Source: an optimization exercise on an open RTL-to-GDS flow (aim: small area, a short achievable clock period and few clock cycles per item). Production flows keep margins and buffers that such runs may drop.
RTL that was checked went through simulation tests only; none was proved equivalent to the original.
Power figures rest on the tool's default switching activity, not on a simulated workload.

Setup of R:
==> flow/design.v (excerpt) <==
module tc_dot_product #(
    parameter int shape_k    = SHAPE_K_DEF,
    parameter int in_width   = IN_WIDTH_DEF,
    parameter int depth_warp = DEPTH_WARP_DEF,
    parameter int fifo_depth = FIFO_DEPTH_DEF
) (
    input  logic                          clk,
    input  logic                          reset_i,
    input  logic [shape_k*in_width-1:0]   a_i,
    input  logic [shape_k*in_width-1:0]   b_i,
    input  logic [C_WIDTH-1:0]            c_i,
    input  tc_pkg::tc_op_e                        op_i,
    input  logic [IDXW_WIDTH-1:0]         ctrl_reg_idxw_i,
    input  logic [depth_warp-1:0]         ctrl_warpid_i,
    input  logic                          in_valid_i,
    input  logic                          out_ready_i,
    output logic                          in_ready_o,
    output logic                          out_valid_o,
    output logic [C_WIDTH-1:0]            result_o,
    output logic                          ovf_o,
    output logic [IDXW_WIDTH-1:0]         ctrl_reg_idxw_o,
    output logic [depth_warp-1:0]         ctrl_warpid_o
);
Settings: LEC_CHECK=0, CAP_MARGIN=20, CORE_MARGIN=2, CORE_UTILIZATION=40, SETUP_SLACK_MARGIN=2.8, SLEW_MARGIN=20, SYNTH_HIERARCHICAL=1, SYNTH_MINIMUM_KEEP_SIZE=0, TNS_END_PERCENT=5; clock period 5.5 ns.
standard.sh (not shown) runs the stock make flow with config.mk's settings and CLKGATE_MAP_FILE= SYNTH_SCRIPT=/design/flow/synth_recipe.tcl, a recipe that flattens the netlist after the stock synthesis.
==> flow/flow/run.sh <==
#!/bin/bash
# Layout flow: the standard flow unchanged, except that the port buffers
# are sky130_fd_sc_hd__buf_2 instead of the default delay-style buffer.
export BUFFER_PORTS_ARGS="-buffer_cell sky130_fd_sc_hd__buf_2"
bash standard.sh > standard.log 2>&1
Input changes introduced in Q (baseline for comparison: R):
- changing SETUP_SLACK_MARGIN from 2.8 to 2.6
- changing TNS_END_PERCENT from 5 to 10
### Flow results
- Number of logic stages on the critical path including buffering, R and Q, higher one = R.
- From R to Q the numbers moved as follows: number of violations reported at the end of detailed-routing iteration 0 decreased by about 4% relative to the old numbers; clock-cell share of area closely matched the old numbers; count of buffers from port buffering closely matched the old numbers; clock skew closely matched the old numbers; total power decreased by 9.9% relative to the old numbers.
- Comparing R and Q, the lower combinational share of power was measured on Q.
Function was not checked in any run of this note: the RTL went through the layout flow alone.


Another version of the RTL of tc_dot_product (not shown whole).
For scale: about 1800 cells after synthesis, roughly 300 flip-flops, about 0.024 mm2 of cells after synthesis.
==> flow/config.mk <==
export PLATFORM = sky130hd
export DESIGN_NAME = tc_dot_product
export DESIGN_NICKNAME = tc_dot_product
export VERILOG_FILES = /design/flow/design.v
export SDC_FILE = /design/flow/constraint.sdc
export NUM_CORES = 4
export LEC_CHECK = 0
export CAP_MARGIN = 20
export CORE_MARGIN = 2
export CORE_UTILIZATION = 40
export SETUP_SLACK_MARGIN = 2.6
export SLEW_MARGIN = 20
export SYNTH_HIERARCHICAL = 1
export SYNTH_MINIMUM_KEEP_SIZE = 0
export TNS_END_PERCENT = 10
==> flow/constraint.sdc <==
create_clock -name core_clock -period 5.5 [get_ports {clk}]
set_input_delay 1.1000 -clock core_clock [delete_from_list [all_inputs] [get_ports {clk}]]
set_output_delay 1.1000 -clock core_clock [all_outputs]
set_load 0.01 [all_outputs]
Scripts as last shown in full above: flow/flow/run.sh
Testbench counts at the start, summed over its fixed seeds: cycles 3,224, items 3,200.
Edit:
--- a/flow/config.mk
+++ b/flow/config.mk
@@ -14,2 +14,2 @@
 export SYNTH_MINIMUM_KEEP_SIZE = 0
-export TNS_END_PERCENT = 10
+export TNS_END_PERCENT = 3
Clock-buffer cell count stays the same.
Die area does not change.
Clock skew is about the same.
Total power decreases by a few percent.
Core utilization goes down by 0.23 points.
Register-to-register slack stays flat.
Worst setup slack is about the same.
Sequential share of layout area rises by 0.17 points.
Cell count is lower slightly.
Edit:
--- a/flow/config.mk
+++ b/flow/config.mk
@@ -10,3 +10,3 @@
 export CORE_UTILIZATION = 40
-export SETUP_SLACK_MARGIN = 2.6
+export SETUP_SLACK_MARGIN = 2.8
 export SLEW_MARGIN = 20
@@ -14,2 +14 @@
 export SYNTH_MINIMUM_KEEP_SIZE = 0
-export TNS_END_PERCENT = 3
Design area increases by a little under a tenth.
Final cell count increases slightly.
Combinational power increases by a quarter to a third.
Core utilization increases by 3.2 points.
Hold slack hardly moves.
Non-clock buffer count increases by 34.
Power increases by about a fifth.
Sequential share of layout area decreases by 2.3 points.
Clock-buffer cell count increases by 3.
Sequential power hardly moves.
First-iteration DRC count decreases by a few percent.
Edit:
--- a/flow/config.mk
+++ b/flow/config.mk
@@ -10,3 +10,4 @@
 export CORE_UTILIZATION = 40
-export SETUP_SLACK_MARGIN = 2.8
+export CTS_BUF_LIST = sky130_fd_sc_hd__clkbuf_4 sky130_fd_sc_hd__clkbuf_8
+export SETUP_SLACK_MARGIN = 2.6
 export SLEW_MARGIN = 20
Result: Synthesized cell count does not change; routed wire length decreases slightly; core utilization decreases by 1.8 points; register-to-register slack gets better by 0.06 ns; cell area decreases by a few percent.

separate check: timing with driven ports:
How much do the figures lean on ideal ports? The routed layouts below were timed once more, with nothing changed but the port constraints.
Step 1, drivers: a clkbuf_16 drives clk and a buf_2 each remaining input, both assumed.
Step 2, shift: input delay + t, output delay - t, t = (earliest + latest rising clock arrival at the registers) / 2. This alone moves slack from input paths to output paths.
Three values: no drivers, after step 1, after step 2; two values: the first two.
| run | t, ns | slack for setup (ns) | worst setup path at the end | latest minus earliest clock arrival (ns) |
|---|---|---|---|---|
| R | 0.598 | 2.506 / 2.506 / 2.056 | input to register | 0.026 / 0.026 |
| Q | 0.598 | 2.513 / 2.513 / 2.066 | input to register | 0.025 / 0.026 |
| the first run of note 2 | 0.587 | 2.494 / 2.494 / 2.067 | input to register | 0.022 / 0.022 |
| the second run of note 2 | 0.584 | 2.492 / 2.492 / 2.046 | input to register | 0.021 / 0.020 |
| the third run of note 2 | 0.595 | 2.399 / 2.399 / 2.184 | input to register | 0.015 / 0.015 |
| the fourth run of note 2 | 0.708 | 2.459 / 2.459 / 2.055 | input to register | 0.042 / 0.042 |
After both steps every run listed still meets setup and hold. For R, which loses most, drivers alone change the setup slack by 0.000 ns; drivers and shift together by -0.450 ns.
